This is an optimization exercise on Yosys and OpenROAD, whose aim is small area and few clock cycles per item, not a production implementation.
The RTL was checked by simulation tests, not by an equivalence proof against the original design.

==> flow/design.v, too long to show whole: its modules and the start of the top module <==
// module svv_sq7: 57 lines
// module svv_sq7f: 50 lines
// module svv_sq6: 43 lines
// module svv_mul_g: 356 lines
// module svv_mul_x: 354 lines
// module svv_mul_vc: 92 lines
// module svv_sq13: 188 lines
// module svv_fa: 4 lines
// module svv_ha: 4 lines
// module svv_maj: 3 lines
// module svv_xn: 3 lines
// module svv_or: 3 lines
// module stereo_voice_volume_pan_law: 212 lines
module stereo_voice_volume_pan_law (
  input  logic        clk_i,
  input  logic        rst_ni,
  input  logic        in_valid_i,
  output logic        in_ready_o,
  input  logic [6:0]  in_voice_level_i,
  input  logic [6:0]  in_cmd_volume_i,
  input  logic [6:0]  in_cmd_pan_i,
  input  logic [6:0]  in_tone_volume_i,
  input  logic [6:0]  in_tone_pan_i,
  input  logic [6:0]  in_program_volume_i,
  output logic        out_valid_o,
  input  logic        out_ready_i,
  output logic [13:0] out_left_level_o,
  output logic [13:0] out_right_level_o,
  input  logic        cfg_we_i,
  input  logic [1:0]  cfg_idx_i,
  input  logic [6:0]  cfg_data_i
);
  // ...
==> flow/flow/run.sh <==
#!/bin/bash
# The standard layout (standard.sh, all steps) with two settings of its own:
#  - each port gets a sky130_fd_sc_hd__buf_1 as its buffer (the standard flow
#    picks a larger delay buffer);
#  - clock tree synthesis uses clkbuf_8 leaf clusters of at most 12 sinks and
#    inserts no dummy loads.
# standard.sh's full output goes to standard.log in this folder.
set -euo pipefail
export BUFFER_PORTS_ARGS="-buffer_cell sky130_fd_sc_hd__buf_1"
export CTS_ARGS="-sink_clustering_enable -repair_clock_nets -dont_use_dummy_load -buf_list sky130_fd_sc_hd__clkbuf_8 -sink_clustering_size 12 -sink_clustering_max_diameter 60"
bash standard.sh finish > standard.log 2>&1
==> flow/standard.sh <==
#!/bin/bash
# synth_recipe.tcl (not shown) runs the flow's synth.tcl, then flattens the netlist and writes it again
# the make line also repeats each setting of config.mk as NAME=value (left out here)
make -C /OpenROAD-flow-scripts/flow DESIGN_CONFIG=/design/flow/config.mk WORK_HOME=/design/flow/orfs CLKGATE_MAP_FILE= SYNTH_SCRIPT=/design/flow/synth_recipe.tcl "${@:-finish}"
==> flow/config.mk <==
export PLATFORM = sky130hd
export DESIGN_NAME = stereo_voice_volume_pan_law
export DESIGN_NICKNAME = stereo_voice_volume_pan_law
export VERILOG_FILES = /design/flow/design.v
export SDC_FILE = /design/flow/constraint.sdc
export NUM_CORES = 4
export LEC_CHECK = 0
export CAP_MARGIN = 20
export CORE_MARGIN = 2
export CORE_UTILIZATION = 40
export CTS_BUF_LIST = sky130_fd_sc_hd__clkbuf_8
export CTS_CLUSTER_DIAMETER = 60
export CTS_CLUSTER_SIZE = 12
export SLEW_MARGIN = 20
export SYNTH_HIERARCHICAL = 1
export SYNTH_MINIMUM_KEEP_SIZE = 0
==> flow/constraint.sdc <==
create_clock -name core_clock -period 7.0 [get_ports {clk_i}]
set_input_delay 1.4000 -clock core_clock [delete_from_list [all_inputs] [get_ports {clk_i}]]
set_output_delay 1.4000 -clock core_clock [all_outputs]
set_load 0.01 [all_outputs]
==> run notes, run 1 <==
- The initial core utilization is 40.4%.
- Clock tree synthesis found a total of 395 sinks.
- The type of destination of the critical path is a flip-flop.
- The pre-CTS setup slack is 212 ps.
- The final instance count without filler cells is 7571.
- The number of antenna violations at the first check in global routing came to 1.
- The timing endpoint of the critical path is r_q5[12].
- The type of the worst setup path is reg2reg.
- The run finished with no timing, DRC or antenna violations.
- The TritonCTS clock tree is built.
- Counting the fill cells in the layout gives 14300.
- At the end of routability-driven placement, the weighted congestion stood at 0.873.
- The largest buffer count on any clock path is 3.
- The area occupied by multi-input gates is 47000 um^2.
- The total overflow reported by the global router is 0.
- In this run the number of cells on the critical path is 19.
- The non-clock inverter count in the final layout is 77.
- The worst hold path cell count is 0.
- In this run, the number of DRC markers left after iteration 0 of detailed routing was approximately 3000.
- After floorplanning, the core was divided into 142 placement rows.
- The post-detailed-route count of antenna-violating nets is 0.
- The register-to-register setup slack is 230 ps.
- The met3 layer wire length in the routed design is 10.3 mm.
- The cell count after synthesis came out at 5594.
- Measured on the final layout, the clock distribution area share stands at 1.20%.
- The core area is 150000 um^2.
- The multi-input combinational gate total is 4758.
- The die width is 394 um.
- For this run, the total global-route usage over all layers was measured as approximately 20%.
Testbench counts, summed over its fixed seeds: cycles 9,672, items 9,600.
==> inputs of run 2 (changes only) <==
==> flow/flow/run.sh (replaced) <==
#!/bin/bash
# The standard layout (standard.sh) with settings of its own:
#  - synthesis is standard.sh's, unchanged;
#  - each port gets a sky130_fd_sc_hd__buf_1 as its buffer (the standard flow
#    picks a larger delay buffer);
#  - clock tree synthesis uses clkbuf_8 leaf clusters of at most 12 sinks and
#    inserts no dummy loads;
#  - from floorplan on, the resizer may not use the larger buffers.
# Each standard.sh run's full output goes to a log in this folder.
set -euo pipefail
bash standard.sh synth > standard_synth.log 2>&1
export BUFFER_PORTS_ARGS="-buffer_cell sky130_fd_sc_hd__buf_1"
export CTS_ARGS="-sink_clustering_enable -repair_clock_nets -dont_use_dummy_load -buf_list sky130_fd_sc_hd__clkbuf_8 -sink_clustering_size 12 -sink_clustering_max_diameter 60"
export DONT_USE_CELLS="sky130_fd_sc_hd__buf_4 sky130_fd_sc_hd__buf_6 sky130_fd_sc_hd__buf_8 sky130_fd_sc_hd__buf_12 sky130_fd_sc_hd__buf_16 sky130_fd_sc_hd__clkbuf_4 sky130_fd_sc_hd__clkbuf_16"
bash standard.sh finish > standard.log 2>&1
==> run 2 against run 1 <==
Against the previous run:
- largest cell class unchanged
- clock skew stayed put
- critical path type unchanged
- synthesized cell count is the same
- critical path depth is the same
- maximum frequency unchanged
==> run notes, run 2 <==
- The fraction of the cycle the final worst path needs is 96.8% (unchanged).
- The fraction of layout instances using a drive strength above 1 came to 9.63% (unchanged).
- The final number of setup-violating endpoints is 0 (unchanged).
- The post-cts repair resize count is 0 (unchanged).
- The register-to-register setup slack is 230 ps (about the same).
- The type of the most critical hold path was reg2reg (unchanged).
- The tightest slew margin relative to the limit is 36.8% (unchanged).
- The initial core utilization is 40.4% (unchanged).
- The transition at the pin with the smallest max-transition slack is 947 ps (unchanged).
- The die outline area is 155000 um^2 (unchanged).
- The clock slew seen by the registers of the worst setup and hold paths is 80 ps (about the same).
- The number of sinks driven by the clock tree is 395 (unchanged).
- The post-detailed-route count of antenna-violating nets came to 0 (unchanged).
- The first-pass iteration count of the detailed router is 5 (unchanged).
- The shortest period the worst path allows came to 6770 ps (unchanged).
- The end of the worst register-to-register path is r_q5[12] (unchanged).
- The top achievable clock speed was 148 MHz (unchanged).
- The average wire length per cell after detail routing is 20.0 um (unchanged).
- The die width is 394 um (unchanged).
- Outcome: timing/DRC/antenna clean (unchanged).
- The number of buffers added by the clock tree synthesis step is 56 (unchanged).
- The via count of the first global-routing pass is 45400 (unchanged).
- The number of violations of the max-capacitance limit is 0 (unchanged).
- The critical path required time is 7420 ps (about the same).
- The number of placed cells counting well taps is 7508 (unchanged).
- The total nets after synthesis is 7169 (unchanged).
- The final max-slew violation count was 0 (unchanged).
- The most frequent standard cell in the layout excluding fill and tap cells is sky130_fd_sc_hd__nand2_1 (unchanged).
- The worst hold path cell count was 0 (unchanged).
- The total count of hold-check failures in the final report is 0 (unchanged).
- The maximum fanout count along the critical path came to 11 (unchanged).
- The most frequent cell on the critical path is sky130_fd_sc_hd__maj3_2 (unchanged).
- The number of antenna violations at the first check in global routing came to 1 (unchanged).
- The total overflow reported by the global router is 0 (unchanged).
- The total routing usage reported by global routing is 19.9% (unchanged).
- The endpoint of the worst hold-timing path is d_q2[5] (unchanged).
- The standard cell with the maximum stage delay on the critical path is sky130_fd_sc_hd__edfxtp_1 (unchanged).
- The number of remaining DRC errors was 0 (unchanged).
- The signed area change from the synthesized netlist to the final layout is 5.56% (unchanged).
- The global-route wire length before repair is 249 mm (unchanged).
- The total number of vias came to 41500 (unchanged).
- The synthesized instance count came to 5594 (unchanged).
- The data arrival time of the critical path is 7200 ps (about the same).
- The post-detailed-route via-to-cell ratio is 5.48 (unchanged).
- The type of the worst setup path is reg2reg (unchanged).
- The final worst clock skew is 111 ps (unchanged).
- The netlist area before placement is 60700 um^2 (unchanged).
- The maximum level of the CTS H-tree is 2 (unchanged).
- The worst reg2reg path depth is 19 (unchanged).
- The DRC violation total after the first TritonRoute iteration came to 3029 (unchanged).
- The nature of the critical path startpoint is a flip-flop (unchanged).
- Worst-path cell chain: nand2_1, xnor2_1, fa_1, fa_1, maj3_2, maj3_2, maj3_2, maj3_2, maj3_2, maj3_2, maj3_2, maj3_2, fa_1, fa_1, a211oi_1, nor2_1, o41ai_1, o2111ai_1, xnor2_1 (unchanged).
- Most used cells in the layout excluding fill and tap cells: 1755 x sky130_fd_sc_hd__nand2_1, 1342 x sky130_fd_sc_hd__fa_1, 370 x sky130_fd_sc_hd__edfxtp_1 (unchanged).
- Setup repair after global routing missed its margin: no (unchanged).
- The final weighted congestion in routability-driven placement is 0.873 (unchanged).
- The total I/O pin count is 86 (unchanged).
- The vertical die dimension is 394 um (unchanged).
- The post-synthesis area per instance is 10.8 um^2 (unchanged).
- The cell at the root of the clock tree is sky130_fd_sc_hd__clkbuf_8 (unchanged).
- The delay of the slowest cell on the worst path is 560 ps (about the same).
- The clock latency at the later pin of the worst-skew pair is 770 ps (about the same).
- The cell row count is 142 (unchanged).
- The number of warning messages in the yosys log is 7 (unchanged).
- The final layout net count is 7130 (unchanged).
- The final instance count without filler cells is 7571 (unchanged).
- The count of input and output buffers is 85 (unchanged).
- The startpoint of the worst hold path is d_q1[5] (unchanged).
- The estimated wirelength of the detail-placed design came to 118 mm (unchanged).
- The largest buffer count on any clock path was 3 (unchanged).
- The type of destination of the critical path was a flip-flop (unchanged).
- The setup TNS is 0 ps (unchanged).
- The pin count of the biggest net entering global routing was 146 (unchanged).
- The startpoint of the worst-slack reg-to-reg timing path is r_q4[0] (unchanged).
- The TritonCTS clock tree is built (unchanged).
- The final wirelength was 152 mm (unchanged).
- The core area is 150000 um^2 (unchanged).
==> run 2: what timing repair did <==
| action | in CTS | in global routing |
|---|---|---|
| buffers inserted | 0 | 5 |
| hold buffers | 0 | 0 |
| hold endpoints to repair | 0 | 0 |
| endpoints found under the setup margin | 0 | 6 |
==> run 2: area by class of cell <==
class,count,area (um^2)
Timing Repair Buffer,267,1700
Inverter,77,305
Tap cell,2016,2520
Antenna cell,2,5.00
Multi-Input combinational cell,4758,47000
Sequential cell,395,11800
Fill cell,14300,86200
Clock buffer,56,771
==> run 2: worst max-delay path, delay by kind of cell, from the launching register on <==
family / cells / cell delay, ps
flops: 1 / 560
simple gates: 2 / 230
fa+ha+maj: 12 / 4330
xor+xnor: 2 / 440
compound gates: 3 / 850
==> run 2: worst max-delay path by stage <==
stage	start	endpoint
2_1_floorplan	cvsq_q4[7]	l_q5[8]
3_3_place_gp	cvsq_q4[5]	r_q5[12]
5_1_grt	r_q4[0]	r_q5[12]
6_report	r_q4[0]	r_q5[12]
4_1_cts	cvsq_q4[5]	r_q5[12]
3_5_place_dp	cvsq_q4[5]	r_q5[12]
==> run 2: metal layers <==
layer | vias up | part of all wire [%] | global-route usage (%)
met5 | - | 0 | 0
met4 | 0 | 2.0 | 4.63
met3 | 198 | 6.8 | 3.19
met2 | 1424 | 47 | 32.2
met1 | 21800 | 44 | 28.1
li1 | 18100 | - | -
==> run 2: stage by stage <==
stage / utilization (%) / worst slack [ps] / area [um^2] / hold WS [ps]
after floorplan: - / 529 / 60700 / 400
after global placement: 42.1 / 342 / 63300 / 404
after detailed placement: 42.1 / 212 / 63300 / 405
after CTS: 42.6 / 98.3 / 64000 / 412
after global routing: 42.6 / 24.2 / 64100 / 415
final: 42.6 / 227 / 64100 / 411
==> inputs of run 3 (changes only) <==
==> flow/flow/run.sh (replaced) <==
#!/bin/bash
# The standard layout (standard.sh, all steps) with two settings of its own:
#  - each port gets a sky130_fd_sc_hd__buf_1 as its buffer (the standard flow
#    picks a larger delay buffer);
#  - clock tree synthesis uses clkbuf_8 leaf clusters of at most 18 sinks and
#    inserts no dummy loads.
# standard.sh's full output goes to standard.log in this folder.
set -euo pipefail
export BUFFER_PORTS_ARGS="-buffer_cell sky130_fd_sc_hd__buf_1"
export CTS_ARGS="-sink_clustering_enable -repair_clock_nets -dont_use_dummy_load -buf_list sky130_fd_sc_hd__clkbuf_8 -sink_clustering_size 18 -sink_clustering_max_diameter 80"
bash standard.sh finish > standard.log 2>&1
--- a/flow/config.mk
+++ b/flow/config.mk
@@ -10,6 +10,6 @@
 export CORE_UTILIZATION = 40
 export CTS_BUF_LIST = sky130_fd_sc_hd__clkbuf_8
-export CTS_CLUSTER_DIAMETER = 60
-export CTS_CLUSTER_SIZE = 12
+export CTS_CLUSTER_DIAMETER = 80
+export CTS_CLUSTER_SIZE = 18
 export SLEW_MARGIN = 20
 export SYNTH_HIERARCHICAL = 1
==> run 3 against run 2 <==
Against the previous run:
- register-to-register slack gained 100 ps
- synthesized cell count is the same
- clock skew grew 24 ps
- first-iteration DRC count grew 2.1%
- cell area shrank 0.35%
- largest cell class unchanged
==> run notes, run 3 <==
- The worst hold path cell count is 0 (unchanged).
- The core area was 150000 um^2 (unchanged).
- The final worst clock skew came to 135 ps (was 111 ps).
- Worst-path cell chain: nand2_1, xnor2_1, fa_1, fa_1, maj3_2, maj3_2, maj3_2, maj3_2, maj3_2, maj3_2, maj3_2, maj3_2, fa_1, fa_1, a211oi_1, nor2_1, o41ai_1, o2111ai_1, xnor2_1 (unchanged).
- The clock slew seen by the registers of the worst setup and hold paths is 100 ps (was 80 ps).
- The post-detailed-route via-to-cell ratio is 5.47 (was 5.48).
- The register-to-register setup slack was 330 ps (was 230 ps).
- The cell row count is 142 (unchanged).
- The final layout net count is 7114 (was 7130).
- The design area is 63800 um^2 (was 64100 um^2).
- Most used cells in the layout excluding fill and tap cells: 1755 x sky130_fd_sc_hd__nand2_1, 1342 x sky130_fd_sc_hd__fa_1, 370 x sky130_fd_sc_hd__edfxtp_1 (unchanged).
- The total count of hold-check failures in the final report is 0 (unchanged).
- The total routing usage reported by global routing came to 19.9% (about the same).
- The number of violations of the max-capacitance limit is 0 (unchanged).
- The setup TNS came to 0 ps (unchanged).
- The total overflow reported by the global router is 0 (unchanged).
- The standard cell with the maximum stage delay on the critical path is sky130_fd_sc_hd__edfxtp_1 (unchanged).
- The total I/O pin count is 86 (unchanged).
- The via count of the first global-routing pass was 45300 (was 45400).
- The met1 capacity usage during global routing is 28.1% (about the same).
- The pin count of the biggest net entering global routing is 146 (unchanged).
- The final weighted congestion in routability-driven placement came to 0.873 (unchanged).
- The count of input and output buffers is 85 (unchanged).
- The transition at the pin with the smallest max-transition slack is 954 ps (was 947 ps).
- The largest buffer count on any clock path came to 3 (unchanged).
- The number of buffers added by the clock tree synthesis step is 40 (was 56).
- The die width is 394 um (unchanged).
- The TritonCTS clock tree was built (unchanged).
- The startpoint of the worst-slack reg-to-reg timing path is r_q4[0] (unchanged).
- The total number of vias is 41300 (was 41500).
- The final instance count without filler cells is 7554 (was 7571).
- Setup repair after global routing missed its margin: no (unchanged).
- The die outline area was 155000 um^2 (unchanged).
- The post-detailed-route count of antenna-violating nets is 0 (unchanged).
- The hold-fix buffer count after cts is 0 (unchanged).
- The post-synthesis area per instance came to 10.8 um^2 (unchanged).
- The post-CTS repair timing setup buffer count was 0 (unchanged).
- The maximum level of the CTS H-tree is 2 (unchanged).
- The placed standard-cell area is 63300 um^2 (unchanged).
- The number of placed cells counting well taps is 7508 (unchanged).
- The data arrival time of the critical path is 7170 ps (was 7200 ps).
- The final wirelength is 151 mm (was 152 mm).
- The end of the worst register-to-register path is r_q5[12] (unchanged).
- The most frequent standard cell in the layout excluding fill and tap cells is sky130_fd_sc_hd__nand2_1 (unchanged).
- The endpoint of the worst hold-timing path is pv_q2[6] (was d_q2[5]).
- The top achievable clock speed was 150 MHz (was 148 MHz).
- The first-pass iteration count of the detailed router is 7 (was 5).
- The delay of the slowest cell on the worst path is 560 ps (about the same).
- The post-cts repair resize count came to 0 (unchanged).
- The vertical die dimension is 394 um (unchanged).
- The worst reg2reg path depth is 19 (unchanged).
- The total nets after synthesis came to 7169 (unchanged).
- The nature of the critical path startpoint was a flip-flop (unchanged).
- The pre-CTS setup slack is 212 ps (unchanged).
- The type of the most critical hold path is reg2reg (unchanged).
- The synthesized instance count was 5594 (unchanged).
- The critical path required time is 7500 ps (was 7420 ps).
- The type of the worst setup path is reg2reg (unchanged).
- The signed area change from the synthesized netlist to the final layout is 5.20% (was 5.56%).
- The final number of setup-violating endpoints is 0 (unchanged).
- The startpoint of the worst hold path is pv_q1[6] (was d_q1[5]).
- The shortest period the worst path allows is 6670 ps (was 6770 ps).
- The fraction of met3 tracks used by global routing was 3.05% (was 3.19%).
- The tightest slew margin relative to the limit is 36.4% (was 36.8%).
- The initial core utilization is 40.4% (unchanged).
- The global-route wire length before repair is 249 mm (about the same).
- The clock latency at the later pin of the worst-skew pair is 740 ps (was 770 ps).
- The cell at the root of the clock tree is sky130_fd_sc_hd__clkbuf_8 (unchanged).
- Outcome: timing/DRC/antenna clean (unchanged).
- The number of warning messages in the yosys log is 7 (unchanged).
- The number of remaining DRC errors is 0 (unchanged).
- The estimated wirelength of the detail-placed design was 118 mm (unchanged).
- The netlist area before placement is 60700 um^2 (unchanged).
- The DRC violation total after the first TritonRoute iteration is 3094 (was 3029).
- The average wire length per cell after detail routing came to 20.1 um (was 20.0 um).
- The fraction of layout instances using a drive strength above 1 came to 9.37% (was 9.63%).
- The number of antenna violations at the first check in global routing is 1 (unchanged).
- The number of sinks driven by the clock tree is 395 (unchanged).
- The type of destination of the critical path was a flip-flop (unchanged).
- The final max-slew violation count is 0 (unchanged).
- The maximum fanout count along the critical path came to 11 (unchanged).
- The fraction of the cycle the final worst path needs came to 95.3% (was 96.8%).
- The global routing usage on met2 is 32.2% (about the same).
- The most frequent cell on the critical path is sky130_fd_sc_hd__maj3_2 (unchanged).
- The worst setup slack after layout is 331 ps (was 227 ps).
- The most crowded layer after global routing is met2 (unchanged).
run 3: worst max-delay path, delay by kind of cell (launching register included):
kind / cells / cell delay (ps)
AND/OR/NAND/NOR: 2 / 220
XOR/XNOR: 2 / 440
adder cells (fa/ha/maj): 12 / 4330
flip-flops: 1 / 560
AO/OA/AOI/OAI: 3 / 870
run 3: how the worst max path moves through the flow:
stage | end | from | cells after the start
floorplan | l_q5[8] | cvsq_q4[7] | 18
global placement | r_q5[12] | cvsq_q4[5] | 19
detailed placement | r_q5[12] | cvsq_q4[5] | 19
CTS | l_q5[12] | cvsq_q4[5] | 19
global route | r_q8[10] | r_q7[1] | 19
finish | r_q5[12] | r_q4[0] | 19
run 3: through the flow:
step	utilization [%]	hold WS (ps)
floorplan	-	400
global placement	42.1	404
detailed placement	42.1	405
CTS	42.5	412
global route	42.5	417
finish	42.5	411
run 3: metal layers:
metal | vias to the layer above | wire length (um)
met2 | 1384 | 71300
met1 | 21700 | 67300
met5 | - | 0
li1 | 18000 | -
met3 | 204 | 9690
met4 | 0 | 3100
run 3: cell type report:
cell class | instances | area, um^2
antenna | 1 | 2.50
clock buffer | 40 | 551
fill | 14300 | 86500
inverter | 77 | 305
multi-input combinational | 4758 | 47000
sequential | 395 | 11800
tap | 2016 | 2520
timing repair buffer | 267 | 1700
==> inputs of run 4 (changes only) <==
==> flow/flow/run.sh (replaced) <==
#!/bin/bash
# The standard layout (standard.sh, all steps) with two settings of its own:
#  - each port gets a sky130_fd_sc_hd__buf_1 as its buffer (the standard flow
#    picks a larger delay buffer);
#  - clock tree synthesis uses clkbuf_8 leaf clusters of at most 15 sinks and
#    inserts no dummy loads.
# standard.sh's full output goes to standard.log in this folder.
set -euo pipefail
export BUFFER_PORTS_ARGS="-buffer_cell sky130_fd_sc_hd__buf_1"
export CTS_ARGS="-sink_clustering_enable -repair_clock_nets -dont_use_dummy_load -buf_list sky130_fd_sc_hd__clkbuf_8 -sink_clustering_size 15 -sink_clustering_max_diameter 70"
bash standard.sh finish > standard.log 2>&1
--- a/flow/config.mk
+++ b/flow/config.mk
@@ -8,8 +8,9 @@
 export CAP_MARGIN = 20
 export CORE_MARGIN = 2
-export CORE_UTILIZATION = 40
+export CORE_UTILIZATION = 55
 export CTS_BUF_LIST = sky130_fd_sc_hd__clkbuf_8
-export CTS_CLUSTER_DIAMETER = 80
-export CTS_CLUSTER_SIZE = 18
+export CTS_CLUSTER_DIAMETER = 70
+export CTS_CLUSTER_SIZE = 15
+export PLACE_DENSITY = 0.8
 export SLEW_MARGIN = 20
 export SYNTH_HIERARCHICAL = 1
==> run 4 against run 3 <==
Against the previous run:
- still clean
- cell area decreased by 1.4%
- utilization increased by 15 points
- critical path type unchanged
- critical endpoint is now r_q7[10]
==> run notes, run 4 <==
- The die outline area is 113000 um^2 (was 155000 um^2).
- The data arrival time of the critical path came to 7100 ps (was 7170 ps).
- The startpoint of the worst-slack reg-to-reg timing path is r_q6[1] (was r_q4[0]).
- The final max-slew violation count is 0 (unchanged).
- The core area is 109000 um^2 (was 150000 um^2).
- The nature of the critical path startpoint is a flip-flop (unchanged).
- The worst setup slack after layout came to 315 ps (was 331 ps).
- The number of warning messages in the yosys log is 7 (unchanged).
- The transition at the pin with the smallest max-transition slack is 1030 ps (was 954 ps).
- The clock latency at the later pin of the worst-skew pair is 710 ps (was 740 ps).
- The first-pass iteration count of the detailed router is 6 (was 7).
- The final wirelength is 144 mm (was 151 mm).
- Outcome: timing/DRC/antenna clean (unchanged).
- The number of antenna violations at the first check in global routing came to 5 (was 1).
- The startpoint of the worst hold path is pv_q1[3] (was pv_q1[6]).
- The maximum level of the CTS H-tree was 2 (unchanged).
- The global-route wire length before repair is 237 mm (was 249 mm).
- The post-synthesis area per instance is 10.8 um^2 (unchanged).
- The most frequent standard cell in the layout excluding fill and tap cells is sky130_fd_sc_hd__nand2_1 (unchanged).
- The endpoint of the worst hold-timing path is pv_q2[3] (was pv_q2[6]).
- The clock slew seen by the registers of the worst setup and hold paths is 90 ps (was 100 ps).
- The end of the worst register-to-register path is r_q7[10] (was r_q5[12]).
- The fraction of layout instances using a drive strength above 1 is 8.91% (was 9.37%).
- The count of buffer and inverter cells on the critical path is 0 (unchanged).
- The type of destination of the critical path is a flip-flop (unchanged).
- The type of the most critical hold path is reg2reg (unchanged).
- The count of input and output buffers came to 85 (unchanged).
- The DRC violation total after the first TritonRoute iteration is 4126 (was 3094).
- The standard cell with the maximum stage delay on the critical path is sky130_fd_sc_hd__edfxtp_1 (unchanged).
- The cell at the root of the clock tree is sky130_fd_sc_hd__clkbuf_8 (unchanged).
- The kind of cell adding the most delay to the critical path is adder cells (unchanged).
- The post-detailed-route count of antenna-violating nets was 0 (unchanged).
- The setup TNS is 0 ps (unchanged).
- The pre-CTS setup slack was 369 ps (was 212 ps).
- The post-detailed-route via-to-cell ratio was 6.08 (was 5.47).
- The estimated wirelength of the detail-placed design is 112 mm (was 118 mm).
- The die width is 336 um (was 394 um).
- The shortest period the worst path allows is 6690 ps (was 6670 ps).
- The cell row count is 121 (was 142).
- The final layout net count is 7086 (was 7114).
- The post-cts repair resize count is 0 (unchanged).
- The final worst clock skew is 128 ps (was 135 ps).
- The maximum fanout count along the critical path is 12 (was 11).
- The top achievable clock speed is 150 MHz (about the same).
- The delay of the slowest cell on the worst path is 630 ps (was 560 ps).
- Most used cells in the layout excluding fill and tap cells: 1755 x sky130_fd_sc_hd__nand2_1, 1342 x sky130_fd_sc_hd__fa_1, 370 x sky130_fd_sc_hd__edfxtp_1 (unchanged).
- The initial core utilization is 55.6% (was 40.4%).
- Worst-path cell chain: nand2_1, xnor2_1, fa_1, fa_1, maj3_2, maj3_2, maj3_2, maj3_2, maj3_2, maj3_2, maj3_2, maj3_2, fa_1, fa_1, a21o_1, and4_1, o2111a_1, nor3_1, nor3b_1 (was nand2_1, xnor2_1, fa_1, fa_1, maj3_2, maj3_2, maj3_2, maj3_2, maj3_2, maj3_2, maj3_2, maj3_2, fa_1, fa_1, a211oi_1, nor2_1, o41ai_1, o2111ai_1, xnor2_1).
- Setup repair after global routing missed its margin: no (unchanged).
- The worst reg2reg path depth is 19 (unchanged).
- The number of sinks driven by the clock tree is 395 (unchanged).
- The number of violations of the max-capacitance limit came to 0 (unchanged).
- The fraction of the cycle the final worst path needs is 95.5% (was 95.3%).
- The total number of vias is 42500 (was 41300).
- The TritonCTS clock tree is built (unchanged).
- The pin count of the biggest net entering global routing is 163 (was 146).
- The total nets after synthesis is 7169 (unchanged).
- The register-to-register setup slack is 310 ps (was 330 ps).
- The synthesized instance count is 5594 (unchanged).
- The signed area change from the synthesized netlist to the final layout is 3.76% (was 5.20%).
- The tightest slew margin relative to the limit is 31.2% (was 36.4%).
- The final number of setup-violating endpoints is 0 (unchanged).
- The total count of hold-check failures in the final report is 0 (unchanged).
- The average wire length per cell after detail routing was 20.6 um (was 20.1 um).
- The critical path required time is 7410 ps (was 7500 ps).
- The total overflow reported by the global router is 0 (unchanged).
- The type of the worst setup path is reg2reg (unchanged).
- The post-CTS repair timing setup buffer count is 0 (unchanged).
- The total I/O pin count came to 86 (unchanged).
- The via count of the first global-routing pass is 45900 (was 45300).
- The number of remaining DRC errors was 0 (unchanged).
- The hold-fix buffer count after cts was 0 (unchanged).
- The final weighted congestion in routability-driven placement was 0.927 (was 0.873).
- The total routing usage reported by global routing came to 26.3% (was 19.9%).
- The most frequent cell on the critical path is sky130_fd_sc_hd__maj3_2 (unchanged).
- The vertical die dimension was 336 um (was 394 um).
- The number of buffers added by the clock tree synthesis step came to 42 (was 40).
- The worst hold path cell count is 0 (unchanged).
- The largest buffer count on any clock path is 3 (unchanged).
- The netlist area before placement is 60700 um^2 (unchanged).
- The total of fill cells in the finished design came to 8677 (was 14300).
## run 4: changes by cell type in the layout (fill, tap and decap cells not counted), sizes merged
cell    change
clkbuf      +2
buf        -30
## run 4: routing by layer
metal | part of all wire [%] | global-route usage (%)
met5 | 0.038 | 0
met4 | 3.0 | 8.26
met3 | 9.3 | 5.35
met2 | 48 | 42.8
met1 | 40 | 35.7
## run 4: area by class of cell
cell class | instances | area (um^2) | share of cell area, %
antenna | 1 | 2.50 | 0.00397
multi-input combinational | 4758 | 47000 | 74.7
clock buffer | 42 | 578 | 0.918
timing repair buffer | 237 | 1470 | 2.34
sequential | 395 | 11800 | 18.7
tap | 1476 | 1850 | 2.93
inverter | 77 | 305 | 0.485
## run 4: worst register-to-register path, cell delays in order (launching register included)
cell,delay (ps)
sky130_fd_sc_hd__edfxtp_1,630
sky130_fd_sc_hd__nand2_1,150
sky130_fd_sc_hd__xnor2_1,280
sky130_fd_sc_hd__fa_1,460
sky130_fd_sc_hd__fa_1,480
sky130_fd_sc_hd__maj3_2,330
sky130_fd_sc_hd__maj3_2,320
sky130_fd_sc_hd__maj3_2,320
sky130_fd_sc_hd__maj3_2,320
sky130_fd_sc_hd__maj3_2,310
sky130_fd_sc_hd__maj3_2,310
sky130_fd_sc_hd__maj3_2,310
sky130_fd_sc_hd__maj3_2,320
sky130_fd_sc_hd__fa_1,430
sky130_fd_sc_hd__fa_1,460
sky130_fd_sc_hd__a21o_1,210
sky130_fd_sc_hd__and4_1,230
sky130_fd_sc_hd__o2111a_1,270
sky130_fd_sc_hd__nor3_1,240
sky130_fd_sc_hd__nor3b_1,80
## run 4: how the worst max path moves through the flow
| stage | start | to | slack, ps | cells past startpoint |
|---|---|---|---|---|
| after CTS | r_q6[1] | r_q7[10] | 370 | 19 |
| final | r_q6[1] | r_q7[10] | 310 | 19 |
| after global routing | r_q6[1] | r_q7[12] | 30 | 19 |
| after global placement | cvsq_q4[7] | r_q5[12] | 470 | 18 |
| after floorplan | cvsq_q4[7] | l_q5[8] | 530 | 18 |
| after detailed placement | r_q6[1] | r_q7[10] | 370 | 19 |
## run 4: stage by stage
step	hold WS, ps	instances	utilization, %	instance area [um^2]
6_report	386	6986	57.7	63000
3_5_place_dp	405	6943	57.2	62400
2_1_floorplan	400	5594	-	60700
3_3_place_gp	402	6943	57.2	62400
5_1_grt	387	6986	57.7	63000
4_1_cts	388	6985	57.7	63000
==> inputs of run 5 (changes only) <==
--- a/flow/config.mk
+++ b/flow/config.mk
@@ -8,9 +8,8 @@
 export CAP_MARGIN = 20
 export CORE_MARGIN = 2
-export CORE_UTILIZATION = 55
+export CORE_UTILIZATION = 40
 export CTS_BUF_LIST = sky130_fd_sc_hd__clkbuf_8
 export CTS_CLUSTER_DIAMETER = 70
 export CTS_CLUSTER_SIZE = 15
-export PLACE_DENSITY = 0.8
 export SLEW_MARGIN = 20
 export SYNTH_HIERARCHICAL = 1
==> run 5 against run 4 <==
Against the previous run:
- critical endpoint is now r_q5[12]
- count of clock-buffer cells in the layout increased by 4
- still clean on timing, DRC and antenna
- largest cell class unchanged
- routed wire length increased by 5.4%
- global-route usage decreased by 6.4 points
- register-to-register slack about the same
==> run notes, run 5 <==
- The clock latency at the later pin of the worst-skew pair is 770 ps (was 710 ps).
- The estimated wirelength of the detail-placed design is 118 mm (was 112 mm).
- The average wire length per cell after detail routing was 20.1 um (was 20.6 um).
- The count of input and output buffers was 85 (unchanged).
- The fraction of the cycle the final worst path needs is 95.5% (about the same).
- The post-detailed-route count of antenna-violating nets is 0 (unchanged).
- The final wirelength is 152 mm (was 144 mm).
- The largest buffer count on any clock path is 3 (unchanged).
- The timing endpoint of the critical path is r_q5[12] (was r_q7[10]).
- The final worst clock skew is 160 ps (was 128 ps).
- Most used cells in the layout excluding fill and tap cells: 1755 x sky130_fd_sc_hd__nand2_1, 1342 x sky130_fd_sc_hd__fa_1, 370 x sky130_fd_sc_hd__edfxtp_1 (unchanged).
- The end of the worst register-to-register path is r_q5[12] (was r_q7[10]).
- The maximum fanout count along the critical path is 11 (was 12).
- The synthesized instance count is 5594 (unchanged).
- The type of the most critical hold path is reg2reg (unchanged).
- The type of destination of the critical path is a flip-flop (unchanged).
- The number of buffers added by the clock tree synthesis step is 46 (was 42).
- The worst setup slack after layout is 316 ps (was 315 ps).
- The setup TNS is 0 ps (unchanged).
- Worst-path cell chain: nand2_1, xnor2_1, fa_1, fa_1, maj3_2, maj3_2, maj3_2, maj3_2, maj3_2, maj3_2, maj3_2, maj3_2, fa_1, fa_1, a211oi_1, nor2_1, o41ai_1, o2111ai_1, xnor2_1 (was nand2_1, xnor2_1, fa_1, fa_1, maj3_2, maj3_2, maj3_2, maj3_2, maj3_2, maj3_2, maj3_2, maj3_2, fa_1, fa_1, a21o_1, and4_1, o2111a_1, nor3_1, nor3b_1).
- The post-CTS repair timing setup buffer count is 0 (unchanged).
- The first element of the critical path is r_q4[0] (was r_q6[1]).
- The number of remaining DRC errors is 0 (unchanged).
- The netlist area before placement is 60700 um^2 (unchanged).
- The top achievable clock speed came to 150 MHz (about the same).
- The core area is 150000 um^2 (was 109000 um^2).
- The nature of the critical path startpoint is a flip-flop (unchanged).
- The post-synthesis area per instance is 10.8 um^2 (unchanged).
- The most frequent cell on the critical path was sky130_fd_sc_hd__maj3_2 (unchanged).
- The DRC violation total after the first TritonRoute iteration is 3076 (was 4126).
- The final max-slew violation count is 0 (unchanged).
- Setup repair after global routing missed its margin: no (unchanged).
- The placed standard-cell area is 63300 um^2 (was 62400 um^2).
- The data arrival time of the critical path is 7200 ps (was 7100 ps).
- The total count of hold-check failures in the final report is 0 (unchanged).
- The final layout net count is 7120 (was 7086).
- The cell row count is 142 (was 121).
- The die outline area is 155000 um^2 (was 113000 um^2).
- The vertical die dimension is 394 um (was 336 um).
- The number of warning messages in the yosys log is 7 (unchanged).
- The startpoint of the worst-slack reg-to-reg timing path is r_q4[0] (was r_q6[1]).
- The pin count of the biggest net entering global routing came to 146 (was 163).
- The final number of setup-violating endpoints is 0 (unchanged).
- The number of sinks driven by the clock tree is 395 (unchanged).
- Outcome: timing/DRC/antenna clean (unchanged).
- The worst reg2reg path depth was 19 (unchanged).
- The final weighted congestion in routability-driven placement was 0.873 (was 0.927).
- The signed area change from the synthesized netlist to the final layout is 5.33% (was 3.76%).
- The register-to-register setup slack is 320 ps (was 310 ps).
- The tightest slew margin relative to the limit is 37.4% (was 31.2%).
- The total nets after synthesis is 7169 (unchanged).
- The total I/O pin count was 86 (unchanged).
- The number of violations of the max-capacitance limit came to 0 (unchanged).
- The cell at the root of the clock tree is sky130_fd_sc_hd__clkbuf_8 (unchanged).
- The hold-fix buffer count after cts is 0 (unchanged).
- The total routing usage reported by global routing is 19.9% (was 26.3%).
- The number of antenna violations at the first check in global routing came to 1 (was 5).
- The pre-CTS setup slack is 212 ps (was 369 ps).
- The delay of the slowest cell on the worst path is 560 ps (was 630 ps).
- The via count of the first global-routing pass is 45200 (was 45900).
- The critical path required time is 7510 ps (was 7410 ps).
- The post-detailed-route via-to-cell ratio is 5.48 (was 6.08).
- The maximum level of the CTS H-tree is 2 (unchanged).
- The transition at the pin with the smallest max-transition slack is 939 ps (was 1030 ps).
- The fraction of layout instances using a drive strength above 1 is 9.47% (was 8.91%).
- The shortest period the worst path allows is 6680 ps (was 6690 ps).
- The TritonCTS clock tree is built (unchanged).
- The first-pass iteration count of the detailed router is 6 (unchanged).
- The total number of vias is 41400 (was 42500).
- The clock slew seen by the registers of the worst setup and hold paths is 90 ps (about the same).
- The post-cts repair resize count came to 0 (unchanged).
- The design area came to 63900 um^2 (was 63000 um^2).
- The die width is 394 um (was 336 um).
- The most frequent standard cell in the layout excluding fill and tap cells is sky130_fd_sc_hd__nand2_1 (unchanged).
- The global-route wire length before repair was 249 mm (was 237 mm).
- The type of the worst setup path is reg2reg (unchanged).
- The total overflow reported by the global router is 0 (unchanged).
- The standard cell with the maximum stage delay on the critical path is sky130_fd_sc_hd__edfxtp_1 (unchanged).
- The initial core utilization is 40.4% (was 55.6%).
## run 5: metal layers
layer / GRT usage (%) / wire length (um) / vias to the layer above
met4: 4.52 / 2980 / 2
met5: 0 / 13 / -
met3: 3.06 / 10400 / 209
li1: - / - / 18100
met1: 28.1 / 66800 / 21700
met2: 32.3 / 71600 / 1418
## run 5: final cells by class
| class | instances | area [um^2] |
|---|---|---|
| Multi-Input combinational cell | 4758 | 47000 |
| Fill cell | 14300 | 86400 |
| Sequential cell | 395 | 11800 |
| Clock buffer | 46 | 633 |
| Tap cell | 2016 | 2520 |
| Inverter | 77 | 305 |
| Antenna cell | 1 | 2.50 |
| Timing Repair Buffer | 267 | 1700 |
## run 5: worst max-delay path, delay by kind of cell (launching register included)
kind,cells,cell delay [ps]
adders and majority gates,12,4330
AOI/OAI and AO/OA,3,890
and+or+nand+nor,2,220
xor gates and xnor gates,2,420
DFF,1,560
## run 5: worst min-delay path by stage
stage | start | to | slack, ps | depth (start not counted)
floorplan | cv_q1[0] | cv_q2[0] | 400 | 0
global placement | pv_q1[5] | pv_q2[5] | 400 | 0
detailed placement | pv_q1[5] | pv_q2[5] | 400 | 0
CTS | cv_q2[4] | cv_q3[4] | 390 | 0
global route | cv_q2[4] | cv_q3[4] | 400 | 0
finish | d_q1[5] | d_q2[5] | 410 | 0
## run 5: stage by stage
stage / cells / hold WS (ps) / util, %
final: 7560 / 408 / 42.5
after global placement: 7508 / 404 / 42.1
after detailed placement: 7508 / 405 / 42.1
after floorplan: 5594 / 400 / -
after CTS: 7554 / 393 / 42.5
after global routing: 7560 / 403 / 42.5

==> static timing again, ports no longer ideal <==
In the flow no input, the clock included, has a driving cell. The finished layouts below were timed again as built, in two steps. Step 1 assumes that a clkbuf_16 drives the clock port and a buf_2 every other input. Step 2, shift: input delay + t, output delay - t, t = (earliest + latest rising clock arrival at the registers) / 2. This alone moves slack from input paths to output paths. Three values: ideal, step 1, step 2; two values: the first two.
| run | shift t [ns] | setup slack, ns | worst data-port slew with drivers (ns) |
|---|---|---|---|
| run 1 | 0.785 | 0.227 / 0.227 / 0.227 | 0.13 |
| run 2 | 0.785 | 0.227 / 0.227 / 0.227 | 0.13 |
| run 3 | 0.746 | 0.331 / 0.331 / 0.331 | 0.13 |
| run 4 | 0.715 | 0.315 / 0.315 / 0.315 | 0.11 |
| run 5 | 0.761 | 0.316 / 0.316 / 0.316 | 0.13 |
After both steps every run listed still meets setup and hold.
